From an optimization exercise on the open Yosys and OpenROAD flow, aimed at small area and a short achievable clock period; shortcuts taken in it are not production practice. In this exercise RTL edits were held to simulation tests only and were not proved equivalent to the original.

==> run a <==
==> flow/design.v <==
module leaf_stream_fifo #(
  parameter int WIDTH = 32
) (
  input  logic             clk,
  input  logic             ap_rst_n,
  input  logic             flush,
  input  logic             clr,         
  input  logic [WIDTH-1:0] wr_data,
  input  logic             wr_valid,
  output logic             wr_ready,
  output logic [WIDTH-1:0] rd_data,
  output logic             rd_valid,
  input  logic             rd_ready,
  output logic [4:0]       level,
  output logic             pop,
  output logic             valid_next
);
  logic [4:0]       count;
  logic             vld_q;     
  logic             rdy_q;     
  logic             two_q;     
  logic [WIDTH-1:0] head;
  logic [WIDTH-1:0] store [15];
  logic             push;
  logic             ld_in;
  logic             ld_st;
  logic             st_we;
  logic [4:0]       count_d;
  logic [WIDTH-1:0] st_out;
  logic [WIDTH-1:0] head_d;
  assign wr_ready = rdy_q & ~flush;
  assign rd_valid = vld_q;
  assign rd_data  = head;
  assign level    = count;
  assign push  = wr_valid & rdy_q & ~flush;
  assign pop   = vld_q & rd_ready & ~flush;
  assign ld_in = push & (~vld_q | (~two_q & pop));
  assign ld_st = pop & two_q;
  assign st_we = push & ~ld_in;
  always_comb begin
    st_out = {WIDTH{~two_q}} & wr_data;
    for (int k = 0; k < 15; k++) begin
      st_out = st_out | ({WIDTH{count == 5'(k + 2)}} & store[k]);
    end
  end
  assign head_d = st_out;
  always_comb begin
    count_d = count;
    if (flush)            count_d = '0;
    else if (push & ~pop) count_d = count + 5'd1;
    else if (pop & ~push) count_d = count - 5'd1;
  end
  assign valid_next = (count_d != 5'd0);
  always_ff @(posedge clk) begin
    if (ld_in | ld_st) head <= head_d;
  end
  always_ff @(posedge clk) begin
    if (st_we) store[0] <= wr_data;
  end
  for (genvar k = 1; k < 15; k++) begin : g_row
    always_ff @(posedge clk) begin
      if (st_we) store[k] <= store[k-1];
    end
  end
  always_ff @(posedge clk or negedge ap_rst_n) begin
    if (!ap_rst_n) begin
      count <= '0;
      vld_q <= 1'b0;
      rdy_q <= 1'b0;
    end else begin
      count <= count_d;
      vld_q <= (count_d != 5'd0);
      rdy_q <= (count_d != 5'd16);
    end
  end
  always_ff @(posedge clk) begin
    if (clr) begin
      two_q <= 1'b0;
    end else begin
      two_q <= (count_d > 5'd1);
    end
  end
endmodule
module leaf_stream_bridge #(
  parameter int NUM_IN_PORTS  = 2,
  parameter int NUM_OUT_PORTS = 2,
  parameter int PAYLOAD_BITS  = 32,
  parameter int FIFO_DEPTH    = 16,
  parameter int CNT_BITS      = $clog2(FIFO_DEPTH) + 1
) (
  input  logic                              clk,
  input  logic                              ap_rst_n,
  input  logic                              flush,
  input  logic [15:0]                       frame_len,
  input  logic [NUM_IN_PORTS*PAYLOAD_BITS-1:0]  dout_leaf_interface2user,
  input  logic [NUM_IN_PORTS-1:0]               vld_interface2user,
  output logic [NUM_IN_PORTS-1:0]               ack_user2interface,
  output logic [NUM_OUT_PORTS*PAYLOAD_BITS-1:0] din_leaf_user2interface,
  output logic [NUM_OUT_PORTS-1:0]              vld_user2interface,
  input  logic [NUM_OUT_PORTS-1:0]              ack_interface2user,
  output logic [NUM_IN_PORTS*PAYLOAD_BITS-1:0]  Input_TDATA,
  output logic [NUM_IN_PORTS-1:0]               Input_TVALID,
  output logic [NUM_IN_PORTS-1:0]               Input_TLAST,
  input  logic [NUM_IN_PORTS-1:0]               Input_TREADY,
  input  logic [NUM_OUT_PORTS*PAYLOAD_BITS-1:0] Output_TDATA,
  input  logic [NUM_OUT_PORTS-1:0]              Output_TVALID,
  output logic [NUM_OUT_PORTS-1:0]              Output_TREADY,
  output logic [NUM_IN_PORTS*CNT_BITS-1:0]  in_level,
  output logic [NUM_OUT_PORTS*CNT_BITS-1:0] out_level
);
  logic rst_done;
  logic clr;
  always_ff @(posedge clk or negedge ap_rst_n) begin
    if (!ap_rst_n) begin
      rst_done <= 1'b0;
    end else begin
      rst_done <= 1'b1;
    end
  end
  assign clr = flush | ~rst_done;
  for (genvar i = 0; i < NUM_IN_PORTS; i++) begin : g_in
    logic        pop;
    logic        valid_next;
    logic        tlast;
    logic [15:0] wnext;
    logic [15:0] wnext_d;
    logic        wnz_d;
    logic        en_d;
    logic [15:1] cmp_n;
    logic        cmp0_hi;
    logic        cmp0_lo;
    logic        match0;
    leaf_stream_fifo #(
      .WIDTH (PAYLOAD_BITS)
    ) u_fifo (
      .clk        (clk),
      .ap_rst_n   (ap_rst_n),
      .flush      (flush),
      .clr        (clr),
      .wr_data    (dout_leaf_interface2user[i*PAYLOAD_BITS +: PAYLOAD_BITS]),
      .wr_valid   (vld_interface2user[i]),
      .wr_ready   (ack_user2interface[i]),
      .rd_data    (Input_TDATA[i*PAYLOAD_BITS +: PAYLOAD_BITS]),
      .rd_valid   (Input_TVALID[i]),
      .rd_ready   (Input_TREADY[i]),
      .level      (in_level[i*CNT_BITS +: CNT_BITS]),
      .pop        (pop),
      .valid_next (valid_next)
    );
    assign match0 = frame_len[0] ? cmp0_hi : cmp0_lo;
    assign tlast  = match0 & ((frame_len[15:1] ^ cmp_n) == 15'h7fff);
    assign Input_TLAST[i] = tlast;
    always_comb begin
      wnext_d = wnext;
      if (clr)      wnext_d = 16'd1;
      else if (pop) wnext_d = tlast ? 16'd1 : wnext + 16'd1;
    end
    assign wnz_d = clr | (pop ? (tlast | ~(&wnext)) : (|wnext));
    assign en_d  = valid_next & wnz_d;
    always_ff @(posedge clk) begin
      wnext <= wnext_d;
      cmp_n <= ~wnext_d[15:1];
    end
    always_ff @(posedge clk or negedge ap_rst_n) begin
      if (!ap_rst_n) begin
        cmp0_hi <= 1'b0;
        cmp0_lo <= 1'b0;
      end else begin
        cmp0_hi <= en_d & wnext_d[0];
        cmp0_lo <= en_d & ~wnext_d[0];
      end
    end
  end
  for (genvar j = 0; j < NUM_OUT_PORTS; j++) begin : g_out
    logic pop;
    logic valid_next;
    leaf_stream_fifo #(
      .WIDTH (PAYLOAD_BITS)
    ) u_fifo (
      .clk        (clk),
      .ap_rst_n   (ap_rst_n),
      .flush      (flush),
      .clr        (clr),
      .wr_data    (Output_TDATA[j*PAYLOAD_BITS +: PAYLOAD_BITS]),
      .wr_valid   (Output_TVALID[j]),
      .wr_ready   (Output_TREADY[j]),
      .rd_data    (din_leaf_user2interface[j*PAYLOAD_BITS +: PAYLOAD_BITS]),
      .rd_valid   (vld_user2interface[j]),
      .rd_ready   (ack_interface2user[j]),
      .level      (out_level[j*CNT_BITS +: CNT_BITS]),
      .pop        (pop),
      .valid_next (valid_next)
    );
  end
endmodule
==> flow/flow/run.sh <==
#!/bin/bash
set -euo pipefail
cd "$(dirname "$0")/.."
export IO_CONSTRAINTS="$PWD/flow/io.tcl"
export BUFFER_PORTS_ARGS="-buffer_cell sky130_fd_sc_hd__buf_1"
bash standard.sh > standard_flow.log 2>&1
==> flow/flow/io.tcl <==
set_io_pin_constraint -group -order -pin_names {frame_len[0] frame_len[1] frame_len[2] frame_len[3] frame_len[4] frame_len[5] frame_len[6] frame_len[7] Input_TLAST[0] Input_TLAST[1] ack_user2interface[0] flush ack_user2interface[1] Output_TREADY[0] Output_TREADY[1] frame_len[8] frame_len[9] frame_len[10] frame_len[11] frame_len[12] frame_len[13] frame_len[14] frame_len[15]}
==> flow/standard.sh <==
#!/bin/bash
# synth_recipe.tcl (not shown) runs the flow's synth.tcl, then flattens the netlist and writes it again
# the make line also repeats each setting of config.mk as NAME=value (left out here)
make -C /OpenROAD-flow-scripts/flow DESIGN_CONFIG=/design/flow/config.mk WORK_HOME=/design/flow/orfs CLKGATE_MAP_FILE= SYNTH_SCRIPT=/design/flow/synth_recipe.tcl "${@:-finish}"
==> flow/config.mk <==
export PLATFORM = sky130hd
export DESIGN_NAME = leaf_stream_bridge
export DESIGN_NICKNAME = leaf_stream_bridge
export VERILOG_FILES = /design/flow/design.v
export SDC_FILE = /design/flow/constraint.sdc
export NUM_CORES = 4
export LEC_CHECK = 0
export CAP_MARGIN = 10
export CORE_MARGIN = 2
export CORE_UTILIZATION = 66
export CTS_CLUSTER_DIAMETER = 70
export CTS_CLUSTER_SIZE = 25
export PLACE_DENSITY = 0.84
export SETUP_SLACK_MARGIN = 1.85
export SLEW_MARGIN = 10
==> flow/constraint.sdc <==
create_clock -name core_clock -period 4.5 [get_ports {clk}]
set_input_delay 0.9000 -clock core_clock [delete_from_list [all_inputs] [get_ports {clk}]]
set_output_delay 0.9000 -clock core_clock [all_outputs]
set_load 0.01 [all_outputs]
==> inputs of run b, as changes to run a <==
--- a/flow/design.v
+++ b/flow/design.v
@@ -40,3 +40,3 @@
   always_comb begin
-    st_out = {WIDTH{~two_q}} & wr_data;
+    st_out = '0;
     for (int k = 0; k < 15; k++) begin
@@ -45,3 +45,3 @@
   end
-  assign head_d = st_out;
+  assign head_d = two_q ? st_out : wr_data;
   always_comb begin
==> flow/flow/run.sh (replaced) <==
#!/bin/bash
set -euo pipefail
cd "$(dirname "$0")/.."
export IO_CONSTRAINTS="$PWD/flow/io.tcl"
export BUFFER_PORTS_ARGS="-buffer_cell sky130_fd_sc_hd__buf_2"
bash standard.sh > standard_flow.log 2>&1
Settings changed: CAP_MARGIN 10 to 20, PLACE_DENSITY 0.84 to not set, SETUP_SLACK_MARGIN 1.85 to 1.6, SLEW_MARGIN 10 to 20.
==> inputs of run c, as changes to run a <==
--- a/flow/design.v
+++ b/flow/design.v
@@ -40,3 +40,3 @@
   always_comb begin
-    st_out = {WIDTH{~two_q}} & wr_data;
+    st_out = '0;
     for (int k = 0; k < 15; k++) begin
@@ -45,3 +45,3 @@
   end
-  assign head_d = st_out;
+  assign head_d = two_q ? st_out : wr_data;
   always_comb begin
==> flow/flow/run.sh (replaced) <==
#!/bin/bash
set -euo pipefail
cd "$(dirname "$0")/.."
export IO_CONSTRAINTS="$PWD/flow/io.tcl"
export BUFFER_PORTS_ARGS="-buffer_cell sky130_fd_sc_hd__buf_2"
bash standard.sh > standard_flow.log 2>&1
Settings changed: CAP_MARGIN 10 to 20, CORE_UTILIZATION 66 to 60, CTS_CLUSTER_DIAMETER 70 to not set, CTS_CLUSTER_SIZE 25 to not set, PLACE_DENSITY 0.84 to not set, SETUP_SLACK_MARGIN 1.85 to 1.5, SLEW_MARGIN 10 to 20.
==> notes <==
Of run b and run c, run b has the higher sequential share of layout area (gap 2.3 points). In run c the die area is higher than in run a, by about 11%. The lowest clock skew belongs to run c, the highest to run a. Critical path depth is the same in run c and run b. Run a completed with no timing, DRC or antenna violations. Run b completed without violations. Run c finished clean. Of run a and run b, run a has the higher register-to-register slack (gap 0.17 ns).

what the ideal ports hide:
How much do the figures lean on ideal ports? The routed layouts below were timed once more, with nothing changed but the port constraints. Step 1 sets driving cells, clkbuf_16 on the clock port and buf_2 on the other inputs (assumed; they add their load-dependent delay and slew). Step 2, shift: input delay + t, output delay - t, t = (earliest + latest rising clock arrival at the registers) / 2. This alone moves slack from input paths to output paths. Three values: ideal ports, drivers, drivers and shift; two values: the first two.
| run | t (ns) | slack for setup (ns) | hold slack, ns |
|---|---|---|---|
| run a | 0.791 | 1.713 / 1.645 / 1.304 | 0.316 / 0.273 / 0.434 |
| run b | 0.835 | 1.568 / 1.494 / 1.197 | 0.215 / 0.238 / 0.444 |
| run c | 0.865 | 1.584 / 1.513 / 0.880 | 0.201 / 0.213 / 0.432 |
After both steps setup and hold are still met in every run listed. For run c, which loses most, drivers alone change the setup slack by -0.071 ns; drivers and shift together by -0.704 ns.
